Source: an optimization exercise on an open RTL-to-GDS flow (aim: small area, a short achievable clock period and few clock cycles). Production flows keep margins and buffers that such runs may drop. In this exercise RTL edits were held to simulation tests only and were not proved equivalent to the original. Power figures rest on the tool's default switching activity, not on a simulated workload.

`flow/flow/run.sh`:
```
#!/bin/bash
# Layout flow: the standard flow (standard synthesis unchanged), with the
# timing repair aiming 6 ns below the clock period and plain buf_2 cells as
# the port buffers. The make output goes to flow_make.log here; ORFS keeps
# each step's log under orfs/logs.
set -euo pipefail
bash standard.sh SETUP_SLACK_MARGIN=6 \
  "BUFFER_PORTS_ARGS=-buffer_cell sky130_fd_sc_hd__buf_2" finish > flow_make.log 2>&1
```
`flow/standard.sh`:
```
#!/bin/bash
# synth_recipe.tcl (not shown) runs the flow's synth.tcl, then flattens the netlist and writes it again
# the make line also repeats each setting of config.mk as NAME=value (left out here)
make -C /OpenROAD-flow-scripts/flow DESIGN_CONFIG=/design/flow/config.mk WORK_HOME=/design/flow/orfs CLKGATE_MAP_FILE= SYNTH_SCRIPT=/design/flow/synth_recipe.tcl "${@:-finish}"
```
`flow/config.mk`:
```
export PLATFORM = sky130hd
export DESIGN_NAME = mipsCpuTop
export DESIGN_NICKNAME = mipsCpuTop
export VERILOG_FILES = /design/flow/design.v
export SDC_FILE = /design/flow/constraint.sdc
export NUM_CORES = 4
export LEC_CHECK = 0
export CAP_MARGIN = 20
export CORE_MARGIN = 2
export CORE_UTILIZATION = 40
export CTS_CLUSTER_DIAMETER = 80
export CTS_CLUSTER_SIZE = 20
export SLEW_MARGIN = 20
```
`flow/constraint.sdc`:
```
create_clock -name core_clock -period 10.0 [get_ports {clk}]
set_input_delay 2.0000 -clock core_clock [delete_from_list [all_inputs] [get_ports {clk}]]
set_output_delay 2.0000 -clock core_clock [all_outputs]
set_load 0.01 [all_outputs]
```
`flow/design.v`:
```
package mipsPkg;
  localparam int dataWidth    = 32;
  localparam int regAddrWidth = 5;
  typedef logic [dataWidth-1:0]    word_t;
  typedef logic [regAddrWidth-1:0] regAddr_t;
  localparam logic [5:0] OP_RTYPE = 6'b000000;
  localparam logic [5:0] OP_J     = 6'b000010;
  localparam logic [5:0] OP_BEQ   = 6'b000100;
  localparam logic [5:0] OP_BNE   = 6'b000101;
  localparam logic [5:0] OP_ADDIU = 6'b001001;
  localparam logic [5:0] OP_SLTI  = 6'b001010;
  localparam logic [5:0] OP_ANDI  = 6'b001100;
  localparam logic [5:0] OP_ORI   = 6'b001101;
  localparam logic [5:0] OP_LW    = 6'b100011;
  localparam logic [5:0] OP_SW    = 6'b101011;
  localparam logic [5:0] FN_ADDU  = 6'b100001;
  localparam logic [5:0] FN_AND   = 6'b100100;
  localparam logic [5:0] FN_OR    = 6'b100101;
endpackage
`timescale 1ns/1ps
module mipsRegFile (
  input  logic        clk,
  input  logic [4:0]  raddrA,
  input  logic [4:0]  raddrB,
  input  logic [4:0]  waddr,
  input  logic [31:0] wdata,
  input  logic        wen,
  output logic [31:0] rdataA,
  output logic [31:0] rdataB
);
  logic [31:0] regs [32];
  always_ff @(posedge clk) begin
    if (wen && waddr != '0) begin
      regs[waddr] <= wdata;
    end
  end
  always_comb begin
    rdataA = '0;
    rdataB = '0;
    for (int k = 1; k < 32; k++) begin
      rdataA = rdataA | (regs[k] & {32{raddrA == 5'(k)}});
      rdataB = rdataB | (regs[k] & {32{raddrB == 5'(k)}});
    end
  end
endmodule
`timescale 1ns/1ps
module mipsCpuTop (
  input  logic        clk,
  input  logic        rstN,
  output logic [31:0] memAddress,
  output logic        memRead,
  output logic        memWrite,
  output logic [31:0] memWriteData,
  input  logic [31:0] readData,
  input  logic        waitRequest,
  output logic        active
);
  localparam logic [31:2] RESET_PC = 30'h0000_0040;    
  logic [31:2] pc;          
  logic        irValid;     
  logic [31:0] opA;         
  logic [31:0] opX;         
  logic [31:0] opB;         
  logic [31:2] altPc;       
  logic        mPending;    
  logic        mLoad;
  logic [31:0] mAddr;
  logic [31:0] mData;       
  logic [4:0]  mRt;         
  logic        fwdLdA;      
  logic        fwdLdB;
  logic        fwdLdX;
  logic        inReset;     
  logic [4:0]  eWaddr;      
  logic        eAnd;        
  logic        eOr;         
  logic        eSlt;        
  logic        eImmNeg;     
  logic        eLw;
  logic        eSw;
  logic        eBr;         
  logic        eBne;
  logic        ePredT;      
  logic [5:0]  fOp;
  logic [5:0]  fFunct;
  logic [15:0] fImm;
  logic [4:0]  fRs;
  logic [4:0]  fRt;
  logic        fIsR;
  logic        fIsBr;
  logic        fIsJ;
  logic        fPredT;
  logic [31:2] pc4;
  logic [31:2] fTarget;
  logic [31:2] fNext;
  logic [31:2] fAlt;
  logic        fetchReq;
  logic        fetchDone;
  logic [31:0] rfA;
  logic [31:0] rfB;
  logic        fWrites;
  logic        fRType;
  logic [4:0]  fWaddr;
  assign fOp    = readData[31:26];
  assign fRs    = readData[25:21];
  assign fRt    = readData[20:16];
  assign fFunct = readData[5:0];
  assign fImm   = readData[15:0];
  assign fIsR   = (fOp == mipsPkg::OP_RTYPE);
  assign fRType = fIsR && (fFunct == mipsPkg::FN_ADDU || fFunct == mipsPkg::FN_AND ||
                           fFunct == mipsPkg::FN_OR);
  assign fWrites = fRType || fOp == mipsPkg::OP_ADDIU || fOp == mipsPkg::OP_SLTI ||
                   fOp == mipsPkg::OP_ANDI || fOp == mipsPkg::OP_ORI || fOp == mipsPkg::OP_LW;
  assign fWaddr = !fWrites ? 5'd0 : (fIsR ? readData[15:11] : fRt);
  logic        fUseImm;
  logic [31:0] fImmX;
  logic [31:0] fRtVal;
  assign fUseImm = !fIsR && !fIsBr;
  assign fImmX   = (fOp == mipsPkg::OP_ANDI || fOp == mipsPkg::OP_ORI) ? {16'h0000, fImm} :
                   (fOp == mipsPkg::OP_SLTI) ? 32'd0 - {{16{fImm[15]}}, fImm}
                                             : {{16{fImm[15]}}, fImm};
  assign fIsBr  = (fOp == mipsPkg::OP_BEQ) || (fOp == mipsPkg::OP_BNE);
  assign fIsJ   = (fOp == mipsPkg::OP_J);
  assign fPredT = fIsBr && (fImm[15] || ((fOp == mipsPkg::OP_BNE) ^ (fRs == fRt)));
  logic [16:0]  tLo;
  logic [31:18] hiInc;
  logic [31:18] hiDec;
  assign pc4     = pc + 30'd1;
  assign hiInc   = pc4[31:18] + 14'd1;
  assign hiDec   = pc4[31:18] - 14'd1;
  assign tLo     = {1'b0, pc4[17:2]} + {1'b0, fImm};
  assign fTarget[17:2]  = tLo[15:0];
  assign fTarget[31:18] = fImm[15] ? (tLo[16] ? pc4[31:18] : hiDec)
                                   : (tLo[16] ? hiInc : pc4[31:18]);
  assign fNext   = fIsJ ? {pc4[31:28], readData[25:0]} : (fPredT ? fTarget : pc4);
  assign fAlt    = fPredT ? pc4 : fTarget;
  logic [31:0] sum;
  logic        lessThan;
  logic [31:0] aluRes;
  logic        taken;
  logic        mispredict;
  logic        eMem;
  logic        eValid;
  logic        eWen;
  assign sum  = opA + opX;
  assign lessThan = (opA[31] ^ eImmNeg) ? opA[31] : sum[31];
  always_comb begin
    if (eAnd)       aluRes = opA & opX;
    else if (eOr)   aluRes = opA | opX;
    else if (eSlt)  aluRes = {31'd0, lessThan};
    else            aluRes = sum;
  end
  assign taken      = (opA == opX) ^ eBne;
  assign eValid     = irValid && !mPending;
  assign mispredict = eValid && eBr && (taken != ePredT);
  assign eMem       = eValid && (eLw || eSw);
  assign eWen       = eValid && !eLw && (eWaddr != 5'd0);
  logic mDone;
  assign fetchReq  = !inReset && !mPending && (pc != '0);
  assign fetchDone = fetchReq && !waitRequest;
  assign mDone     = mPending && !waitRequest;
  assign memRead      = fetchReq || (mPending && mLoad);
  assign memWrite     = mPending && !mLoad;
  assign memAddress   = mPending ? mAddr : {pc, 2'b00};
  assign memWriteData = mData;
  assign active       = !((pc == '0) && !irValid && !mPending);
  logic        wen;
  logic [4:0]  waddr;
  logic [31:0] wdata;
  logic        ldWen;
  assign ldWen = mDone && mLoad && (mRt != 5'd0);
  assign wen   = mPending ? ldWen : eWen;
  assign waddr = mPending ? mRt : eWaddr;
  assign wdata = mPending ? readData : aluRes;
  mipsRegFile u_regs (
    .clk    (clk),
    .raddrA (fRs),
    .raddrB (fRt),
    .waddr  (waddr),
    .wdata  (wdata),
    .wen    (wen),
    .rdataA (rfA),
    .rdataB (rfB)
  );
  always_ff @(posedge clk) begin
    inReset <= !rstN;
  end
  always_ff @(posedge clk) begin
    if (!rstN) begin
      pc       <= RESET_PC;
      irValid  <= 1'b0;
      mPending <= 1'b0;
    end else begin
      if (mispredict) begin
        pc      <= altPc;
        irValid <= 1'b0;
      end else if (fetchDone) begin
        pc      <= fNext;
        irValid <= 1'b1;
      end else if (eValid) begin
        irValid <= 1'b0;
      end
      if (eMem) begin
        mPending <= 1'b1;
      end else if (mDone) begin
        mPending <= 1'b0;
      end
    end
  end
  always_ff @(posedge clk) begin
    if (eMem) begin
      mLoad  <= eLw;
      mAddr  <= sum;
      mData  <= opB;
      mRt    <= eLw ? eWaddr : 5'd0;
      fwdLdA <= eLw && (eWaddr != 5'd0) && (eWaddr == fRs);
      fwdLdB <= eLw && (eWaddr != 5'd0) && (eWaddr == fRt);
      fwdLdX <= eLw && (eWaddr != 5'd0) && (eWaddr == fRt) && !fUseImm;
    end
  end
  assign fRtVal = (eWen && eWaddr == fRt) ? aluRes : rfB;
  always_ff @(posedge clk) begin
    if (fetchDone && !mispredict) begin
      altPc   <= fAlt;
      opA     <= (eWen && eWaddr == fRs) ? aluRes : rfA;
      opB     <= fRtVal;
      opX     <= fUseImm ? fImmX : fRtVal;
      eWaddr  <= fWaddr;
      eAnd    <= (fIsR && fFunct == mipsPkg::FN_AND) || fOp == mipsPkg::OP_ANDI;
      eOr     <= (fIsR && fFunct == mipsPkg::FN_OR) || fOp == mipsPkg::OP_ORI;
      eSlt    <= (fOp == mipsPkg::OP_SLTI);
      eImmNeg <= fImm[15];
      eLw     <= (fOp == mipsPkg::OP_LW);
      eSw     <= (fOp == mipsPkg::OP_SW);
      eBr     <= fIsBr && (fImm != 16'h0000);    
      eBne    <= (fOp == mipsPkg::OP_BNE);
      ePredT  <= fPredT;
    end else if (ldWen) begin
      if (fwdLdA) opA <= readData;
      if (fwdLdB) opB <= readData;
      if (fwdLdX) opX <= readData;
    end
  end
endmodule
```
==> PnR_summary.wiki, run 1 <==
{| class="wikitable"
! Metric !! Value
|-
| Outcome || finished clean
|-
| Kind of cell adding the most delay to the critical path || simple AND/OR/NAND/NOR gates
|-
| Clock skew || approximately 0.057 ns
|-
| Critical path fanouts, max || 3
|-
| Wire length of the first global-routing pass || about 380000 um
|-
| Mapped cell area || roughly 59000 sq um
|-
| Overall routed net length || 283800 um
|-
| Buffer type at the clock tree root || sky130_fd_sc_hd__clkbuf_16
|-
| Worst Max-Slew Pin Slew || about 1.2 ns
|-
| Post-synth EDFFs || 1205
|-
| Leak || between 20 and 25 nW
|-
| Cell area reported after detailed placement || between 60000 and 70000 sq um
|-
| Post-Layout Inst Area || 67620 sq um
|-
| Kind of capture point of the worst setup path || primary output
|-
| Via-to-Cell Ratio || 7.446
|-
| Path category of the worst min-delay check || flip-flop to flip-flop
|-
| Area growth from synthesis to layout || 15.35%
|-
| Setup crit start kind || flip-flop
|-
| Fraction of synthesized cell area taken by the top area cell type || approximately 60%
|-
| Sum Neg Setup Slack || 0 ns
|-
| TritonCTS clock tree || done
|-
| Total of warnings raised by yosys || 2
|-
| Crit Path Category || flip-flop to primary output
|-
| Part of the Yosys area used for sequential elements || a little over three fifths
|-
| DRC errors left || 0
|-
| Req. time, crit path || 8.00 ns
|-
| Overall overflow remaining after global route || 0
|-
| Clock slew at reported path FFs || ~0.090 ns
|-
| Drt pass-1 iters || 13
|-
| Number of antenna violations at the first check in global routing || 19
|-
| PortBufs || just over 100
|-
| Total of fill cells in the finished design || roughly 13k
|-
| Wire per inst || slightly above 40 um
|-
| Placeable core region || around 150000 sq um
|-
| Synth Flop Type || sky130_fd_sc_hd__edfxtp_1
|-
| Vert. Die Dim || 386.8 um
|-
| Syn_nets || approximately 4.9k
|-
| Mean area per synthesized cell || approximately 12 sq um
|-
| Starting utilization of the core area || approximately two fifths
|-
| Pwr per Cell Area || 157.2 nW/um^2
|-
| Max clock buf depth || 3
|-
| Data arrival time at the worst-slack endpoint || between 2 and 2.5 ns
|-
| Unrepaired setup endpoints after global routing || true
|-
| Final period demand of the worst path || 4.251 ns
|-
| Instance count after placement with tap cells included || ~6.6k
|-
| Max rail drop VDD || 0.1558 mV
|-
| Synth Register Bits || roughly 1.2k
|-
| Count of buffering cells on the critical path with inverters included || 2
|-
| Global router's overall resource usage || a little over a third
|-
| Share of flip-flops with an asynchronous set or reset || 0%
|-
| Ports || between 100 and 150
|-
| Vias || slightly above 50k
|-
| Number of buffers inserted during clock tree synthesis || 78
|-
| Slack of the worst reg-to-reg path || approximately 6.1 ns
|-
| Cell type with the largest total area after synthesis || sky130_fd_sc_hd__edfxtp_1
|-
| Number of standard cells in the final layout excluding fillers || 6867
|-
| Achievable clock frequency || 0.2353 GHz
|-
| Insertion delay to the later sink of the worst-skew pair || ~0.76 ns
|-
| Top post-synthesis cells by area || sky130_fd_sc_hd__edfxtp_1 (62%), sky130_fd_sc_hd__a22oi_1 (11%), sky130_fd_sc_hd__nand2_1 (2.7%)
|-
| Net count reported at finish || just over 5k
|-
| Max Cap Viol || 0
|-
| Cells traversed along the worst timing path || inv_4 -> ha_4 -> nor4b_4 -> nand4_1 -> nor2_4 -> nand2_2 -> buf_6
|-
| Post-synth cell types || just over 90
|-
| Core utilization of the finished layout || ~46%
|-
| Routability congestion estimate || roughly 0.99
|-
| Area of the die || around 150000 sq um
|-
| Proportion of layout cells with a drive suffix above 1 || 16.91%
|-
| Drt initial violations || 13.02k
|-
| Final-report max-slew violation count || 0
|-
| Number of routed nets with antenna violations || 0
|-
| Period Utilization, post-route || between 40% and 50%
|-
| Num rows || 140
|-
| Synth Instances || 4789
|-
| Max_slew headroom || 21.46%
|-
| Number of global-route vias before repair || 46.74k
|-
| Maximum number of pins on one net before global-route repair || 79
|-
| Max stage delay on crit path || about 0.37 ns
|-
| Final hold vios || 0
|-
| Width of the chip || between 300 and 400 um
|-
| Setup Viol. Count Final || 0
|-
| Slowest stage cell, crit path || sky130_fd_sc_hd__dfxtp_4
|-
| CTS sink count || between 1k and 1.5k
|-
| H-tree lvl count || 3
|-
| Post-DP HPWL || 158800 um
|}
-- routing by layer --
| layer | up-vias | global-route usage [%] | share of wire, % |
|---|---|---|---|
| met1 | 24593 | 44.64 | 34 |
| met2 | 5572 | 51.68 | 40 |
| met3 | 1590 | 16.96 | 17 |
| met4 | 15 | 22.41 | 8.6 |
| li1 | 19365 | - | - |
| met5 | - | 0.2871 | 0.053 |
-- metrics by stage --
| step | worst slack [ns] | power [mW] | hold slack, ns |
|---|---|---|---|
| floorplan | 5.482 | 6.633 | 0.4003 |
| global placement | 4.183 | 7.107 | 0.4014 |
| detailed placement | 4.122 | 7.121 | 0.4068 |
| CTS | 5.750 | 10.48 | 0.4271 |
| global route | 5.726 | 10.84 | 0.4299 |
| finish | 5.749 | 10.63 | 0.4243 |
-- cell usage after synthesis, types with 17 or more instances --
| cell | count |
|---|---|
| sky130_fd_sc_hd__clkbuf_1 | 285 |
| sky130_fd_sc_hd__buf_1 | 54 |
| sky130_fd_sc_hd__nor3_1 | 134 |
| sky130_fd_sc_hd__and3_1 | 23 |
| sky130_fd_sc_hd__xnor2_1 | 54 |
| sky130_fd_sc_hd__a221oi_1 | 17 |
| sky130_fd_sc_hd__o21ai_0 | 194 |
| sky130_fd_sc_hd__inv_1 | 111 |
| sky130_fd_sc_hd__ha_1 | 86 |
| sky130_fd_sc_hd__a211oi_1 | 18 |
| sky130_fd_sc_hd__nand3_1 | 148 |
| sky130_fd_sc_hd__a21oi_1 | 153 |
| sky130_fd_sc_hd__xor2_1 | 46 |
| sky130_fd_sc_hd__dfxtp_1 | 33 |
| sky130_fd_sc_hd__a22o_1 | 17 |
| sky130_fd_sc_hd__o21a_1 | 24 |
| sky130_fd_sc_hd__o211ai_1 | 34 |
| sky130_fd_sc_hd__nor4_1 | 32 |
| sky130_fd_sc_hd__edfxtp_1 | 1205 |
| sky130_fd_sc_hd__a222oi_1 | 64 |
| sky130_fd_sc_hd__a22oi_1 | 871 |
| sky130_fd_sc_hd__a21o_1 | 24 |
| sky130_fd_sc_hd__nand2_1 | 424 |
| sky130_fd_sc_hd__nand4_1 | 133 |
| sky130_fd_sc_hd__nor2_1 | 239 |
| sky130_fd_sc_hd__o31ai_1 | 23 |
| sky130_fd_sc_hd__mux2_2 | 48 |
-- path summary, 6_finish.rpt --
check                     startpoint  depth (start not counted)                             to
setup / recovery  pc[3]$_SDFFE_PN0P_                          7                         active
hold / removal     opB[31]$_DFFE_PP_                          0            mData[31]$_DFFE_PP_
setup reg to reg    opA[6]$_DFFE_PP_                         11  u_regs.regs[12][27]$_DFFE_PP_
hold reg to reg    opB[31]$_DFFE_PP_                          0            mData[31]$_DFFE_PP_
-- cell families (layout without fill, tap and decap cells) --
kind of cell / count (synthesis) / after routing / synth area share [%]
fa+ha+maj: 88 / 88 / 1.904
compound gates: 1564 / 1567 / 19.06
other cells: 0 / 13 / 0
xor+xnor: 100 / 100 / 1.494
mux: 62 / 66 / 1.161
buf+inv: 463 / 602 / 2.995
simple gates: 1274 / 1276 / 10.53
flops: 1238 / 1238 / 62.85
-- cell usage in the layout, fill, tap and decap left out, types with 18 or more instances in the layout --
master,instances
sky130_fd_sc_hd__a21o_1,23
sky130_fd_sc_hd__a21oi_1,144
sky130_fd_sc_hd__a222oi_1,64
sky130_fd_sc_hd__a22oi_1,871
sky130_fd_sc_hd__and3_1,21
sky130_fd_sc_hd__buf_12,32
sky130_fd_sc_hd__buf_2,84
sky130_fd_sc_hd__buf_4,165
sky130_fd_sc_hd__buf_6,65
sky130_fd_sc_hd__buf_8,19
sky130_fd_sc_hd__clkbuf_16,78
sky130_fd_sc_hd__dfxtp_1,18
sky130_fd_sc_hd__edfxtp_1,1205
sky130_fd_sc_hd__ha_1,75
sky130_fd_sc_hd__inv_1,109
sky130_fd_sc_hd__mux2_2,38
sky130_fd_sc_hd__nand2_1,410
sky130_fd_sc_hd__nand3_1,133
sky130_fd_sc_hd__nand4_1,133
sky130_fd_sc_hd__nor2_1,136
sky130_fd_sc_hd__nor2_4,98
sky130_fd_sc_hd__nor3_1,119
sky130_fd_sc_hd__nor4_1,20
sky130_fd_sc_hd__o211ai_1,34
sky130_fd_sc_hd__o21a_1,23
sky130_fd_sc_hd__o21ai_0,153
sky130_fd_sc_hd__o21ai_1,30
sky130_fd_sc_hd__o21ai_2,19
sky130_fd_sc_hd__o31ai_1,18
sky130_fd_sc_hd__xnor2_1,51
sky130_fd_sc_hd__xor2_1,45
-- registers in the layout, indices dropped and copies added (netlist names), 30 cells and up --
| signal | flops |
|---|---|
| mData | 32 |
| opA | 32 |
| mAddr | 32 |
| pc | 30 |
| u_regs.regs | 992 |
| opX | 32 |
| altPc | 30 |
| opB | 32 |
-- final cells by class --
class                           instances  area [sq um]  share of cell area, %
Clock buffer                           83          1971                  2.914
Clock inverter                         31         411.6                 0.6088
Inverter                              115         475.5                 0.7032
Sequential cell                      1238         36880                  54.55
Multi-Input combinational cell       3097         21970                  32.49
Antenna cell                           13         32.53                0.04811
Tap cell                             1917          2399                  3.547
Timing Repair Buffer                  373          3475                  5.139
-- repair_timing --
| item | 4_1_cts | 5_1_grt |
|---|---|---|
| setup endpoints to repair | 1643 | 1247 |
| gates resized for setup | 205 | 187 |
| buffers inserted | 105 | 35 |
| hold buffers | 0 | 0 |
| pin swaps | 62 | 42 |
| cloned | 5 | 5 |
-- power breakdown --
part,switching [mW],leakage [nW],internal [mW],total (mW)
Combinational,0.935,9.87,0.369,1.30
Clock,1.87,1.15,1.54,3.41
Sequential,0.0469,11.3,5.87,5.92
Total,2.85,22.3,7.78,10.6
Testbench counts, summed over its fixed seeds: cycles 149,842.
==> run 2: changes to the inputs <==
--- a/flow/config.mk
+++ b/flow/config.mk
@@ -8,6 +8,4 @@
 export CAP_MARGIN = 20
 export CORE_MARGIN = 2
 export CORE_UTILIZATION = 40
-export CTS_CLUSTER_DIAMETER = 80
-export CTS_CLUSTER_SIZE = 20
 export SLEW_MARGIN = 20
==> PnR_summary.wiki, run 2 <==
{| class="wikitable"
! Metric !! Value
|-
| Outcome || finished clean
|-
| Leak || ~23 nW
|-
| Synth Instances || about 4.8k
|-
| Met2 Resource Use GR || about 52%
|-
| Width of the chip || 386.8 um
|-
| Max FFs per register || 992
|-
| Terminus of the critical flop-to-flop path || u_regs.regs[28][27]$_DFFE_PP_
|-
| Final-report max-slew violation count || 0
|-
| Setup crit start kind || flip-flop
|-
| Overall overflow remaining after global route || 0
|-
| Req. time, crit path || 8.00 ns
|-
| Final Power || about 12 mW
|-
| Core utilization of the finished layout || about 48%
|-
| Share of flip-flops with an asynchronous set or reset || 0%
|-
| Wire length of the first global-routing pass || 384400 um
|-
| Proportion of layout cells with a drive suffix above 1 || between 10% and 20%
|-
| Max clock buf depth || 3
|-
| GRT met3 Usage || 17.34%
|-
| Max rail drop VDD || about 0.2 mV
|-
| Max Cap Viol || 0
|-
| Fraction of synthesized cell area taken by the top area cell type || 61.73%
|-
| Slowest stage cell, crit path || sky130_fd_sc_hd__dfxtp_4
|-
| Routability congestion estimate || between 0.9 and 1
|-
| Number of buffers inserted during clock tree synthesis || roughly 130
|-
| Worst Max-Slew Pin Slew || about 1.3 ns
|-
| Post-synth EDFFs || 1205
|-
| Cell area reported after detailed placement || between 60000 and 70000 sq um
|-
| Post-synth cell types || just over 90
|-
| H-tree lvl count || 4
|-
| Part of the Yosys area used for sequential elements || around 63%
|-
| Worst hold path startpoint || opB[2]$_DFFE_PP_
|-
| Insertion delay to the later sink of the worst-skew pair || between 0.8 and 0.9 ns
|-
| Critical path fanouts, max || 3
|-
| Most used cells in the layout excluding fill and tap cells || sky130_fd_sc_hd__edfxtp_1 (1205), sky130_fd_sc_hd__a22oi_1 (871), sky130_fd_sc_hd__nand2_1 (410), sky130_fd_sc_hd__buf_4 (170), sky130_fd_sc_hd__o21ai_0 (154)
|-
| Worst hold path endpoint || mData[2]$_DFFE_PP_
|-
| Period Utilization, post-route || a little over two fifths
|-
| Overall routed net length || ~280000 um
|-
| Cells traversed along the worst timing path || inv_4 -> ha_4 -> nor4b_4 -> nand4_1 -> nor2_4 -> nand2_2 -> buf_6
|-
| Via-to-Cell Ratio || 7.403
|-
| CTS sink count || ~1.2k
|-
| Kind of cell adding the most delay to the critical path || simple AND/OR/NAND/NOR gates
|-
| Global router's overall resource usage || between 30% and 40%
|-
| Buffer type at the clock tree root || sky130_fd_sc_hd__clkbuf_16
|-
| Startpoint of the worst-slack reg-to-reg timing path || opA[6]$_DFFE_PP_
|-
| Sequential cell area || 36880 sq um
|-
| Clock skew || 0.05093 ns
|-
| Final hold vios || 0
|-
| Vias || between 50k and 60k
|-
| Area of the die || 149600 sq um
|-
| Kind of capture point of the worst setup path || primary output
|-
| Unrepaired setup endpoints after global routing || true
|-
| Number of standard cells in the final layout excluding fillers || approximately 7k
|-
| Path category of the worst min-delay check || flip-flop to flip-flop
|-
| PortBufs || just over 100
|-
| Top post-synthesis cells by area || sky130_fd_sc_hd__edfxtp_1 (62%), sky130_fd_sc_hd__a22oi_1 (11%), sky130_fd_sc_hd__nand2_1 (2.7%)
|-
| Net count reported at finish || slightly above 5k
|-
| Synth Flop Type || sky130_fd_sc_hd__edfxtp_1
|-
| TritonCTS clock tree || done
|-
| Mapped cell area || about 59000 sq um
|-
| Cell type with the largest total area after synthesis || sky130_fd_sc_hd__edfxtp_1
|-
| M1 GR Usage || ~45%
|-
| Data arrival time at the worst-slack endpoint || around 2.3 ns
|-
| Most frequently used cell type in the post-synthesis netlist || sky130_fd_sc_hd__edfxtp_1
|-
| Register bank with the most flops || u_regs.regs
|-
| Drt pass-1 iters || 14
|-
| Syn_nets || slightly below 5k
|-
| Worst Reg2Reg Path Length in Cells || 11
|-
| Sum Neg Setup Slack || 0 ns
|-
| Achievable clock frequency || roughly 0.23 GHz
|-
| Maximum number of pins on one net before global-route repair || a little under 80
|-
| Layer with the highest usage after global routing || met2
|-
| Setup Viol. Count Final || 0
|-
| Hold Path Cell Cnt || 0
|-
| Number of antenna violations at the first check in global routing || 19
|-
| Total of fill cells in the finished design || approximately 13k
|-
| Post-DP HPWL || 158800 um
|-
| Placeable core region || approximately 150000 sq um
|-
| Most frequent standard cell in the layout excluding fill and tap cells || sky130_fd_sc_hd__edfxtp_1
|-
| Crit Path Category || flip-flop to primary output
|-
| Number of routed nets with antenna violations || 0
|-
| Clock slew at reported path FFs || around 0.060 ns
|-
| Synth Register Bits || ~1.2k
|-
| Post-Layout Inst Area || about 69000 sq um
|-
| Drt initial violations || about 13k
|-
| Num rows || 140
|-
| Number of buffers added to fix hold violations after cts || 0
|-
| Mean area per synthesized cell || ~12 sq um
|-
| Max stage delay on crit path || roughly 0.35 ns
|-
| Max_slew headroom || between 10% and 20%
|-
| Starting utilization of the core area || between 40 and 50%
|-
| Area growth from synthesis to layout || 18.04%
|-
| Total area of multi-input combinational cells || between 20000 and 25000 sq um
|-
| Wire per inst || between 40 and 50 um
|-
| Synth cell count leaders || sky130_fd_sc_hd__edfxtp_1 (1205), sky130_fd_sc_hd__a22oi_1 (871), sky130_fd_sc_hd__nand2_1 (424), sky130_fd_sc_hd__clkbuf_1 (285), sky130_fd_sc_hd__nor2_1 (239)
|-
| Slack of the worst reg-to-reg path || approximately 6.0 ns
|-
| Number of global-route vias before repair || approximately 47k
|-
| Vert. Die Dim || slightly below 400 um
|-
| Pwr per Cell Area || 177.7 nW/um^2
|-
| Count of buffering cells on the critical path with inverters included || 2
|-
| Ports || approximately 100
|-
| Total of warnings raised by yosys || 2
|-
| DRC errors left || 0
|-
| Final period demand of the worst path || 4.298 ns
|-
| Instance count after placement with tap cells included || 6590
|}
run 2: cell counts after synthesis:
Identical to the previous run, type by type.
run 2: power breakdown:
part | total, mW | internal, mW | switching, mW | leakage, nW
Clock | 5.08 | 2.89 | 2.20 | 2.12
Sequential | 5.92 | 5.88 | 0.0473 | 11.3
Combinational | 1.29 | 0.355 | 0.930 | 9.72
Total | 12.3 | 9.12 | 3.18 | 23.1
run 2: cell families after synthesis:
group,count (synthesis),share of synthesized area [%]
mux,62,1.161
xor+xnor,100,1.494
flops,1238,62.85
fa+ha+maj,88,1.904
compound gates,1564,19.06
buf+inv,463,2.995
simple gates,1274,10.53
run 2: final cells by class:
type	count	area share (%)
Inverter	115	0.6871
Clock inverter	75	1.271
Antenna cell	6	0.02170
Sequential cell	1238	53.30
Timing Repair Buffer	357	4.561
Multi-Input combinational cell	3096	31.57
Tap cell	1917	3.466
Clock buffer	164	5.116
run 2: through the flow:
| step | hold slack (ns) | setup WS [ns] |
|---|---|---|
| finish | 0.4211 | 5.702 |
| global route | 0.4227 | 5.660 |
| CTS | 0.4213 | 5.700 |
| detailed placement | 0.4068 | 4.122 |
| global placement | 0.4014 | 4.183 |
| floorplan | 0.4003 | 5.482 |
run 2: routing by layer:
metal	wire length, um	vias to the layer above
li1	-	19526
met1	95030	24608
met2	113500	5737
met3	49870	1683
met4	25960	27
met5	626	-
run 2: worst max-delay path by stage:
stage / from / to / slack [ns] / depth (start not counted)
2_1_floorplan: waitRequest / u_regs.regs[4][0]$_DFFE_PP_ / 5.48 / 5
3_3_place_gp: readData[17] / opX[19]$_DFFE_PP_ / 4.18 / 11
3_5_place_dp: readData[17] / opX[19]$_DFFE_PP_ / 4.12 / 11
4_1_cts: pc[3]$_SDFFE_PN0P_ / active / 5.70 / 7
5_1_grt: pc[3]$_SDFFE_PN0P_ / active / 5.66 / 7
6_report: pc[3]$_SDFFE_PN0P_ / active / 5.70 / 7
run 2: timing repair:
| item | CTS | global route |
|---|---|---|
| pin swaps | 57 | 29 |
| resized for setup | 179 | 145 |
| gates cloned | 5 | 4 |
| endpoints found under the setup margin | 1639 | 974 |
| buffers inserted | 100 | 24 |

[afterwards: timing with drivers on the ports]
No port has a modelled driver above. Below, the same layouts with a new extraction and two added sets of constraints. Step 1 (the two cells are an assumption about what drives the block):
set clk [get_ports {clk}]
set_driving_cell -lib_cell sky130_fd_sc_hd__clkbuf_16 $clk
set_driving_cell -lib_cell sky130_fd_sc_hd__buf_2 [delete_from_list [all_inputs] $clk]
Step 2 adds t to the input delays and takes it off the output delays; t is the mean of the earliest and latest rising clock arrival at the registers after step 1. Input paths then give back, and output paths get back, about the clock's delay inside the block. Three values: no drivers, after step 1, after step 2; two values: the first two.
run | shift t [ns] | setup WS [ns] | hold slack, ns
run 1 | 0.814 | 5.749 / 5.667 / 5.023 | 0.424 / 0.424 / 0.424
run 2 | 0.889 | 5.702 / 5.620 / 4.888 | 0.421 / 0.421 / 0.421
After both steps setup and hold are still met in every run listed. The setup slack of run 2, which loses most, moves by -0.082 ns with the drivers and by -0.814 ns with both steps.
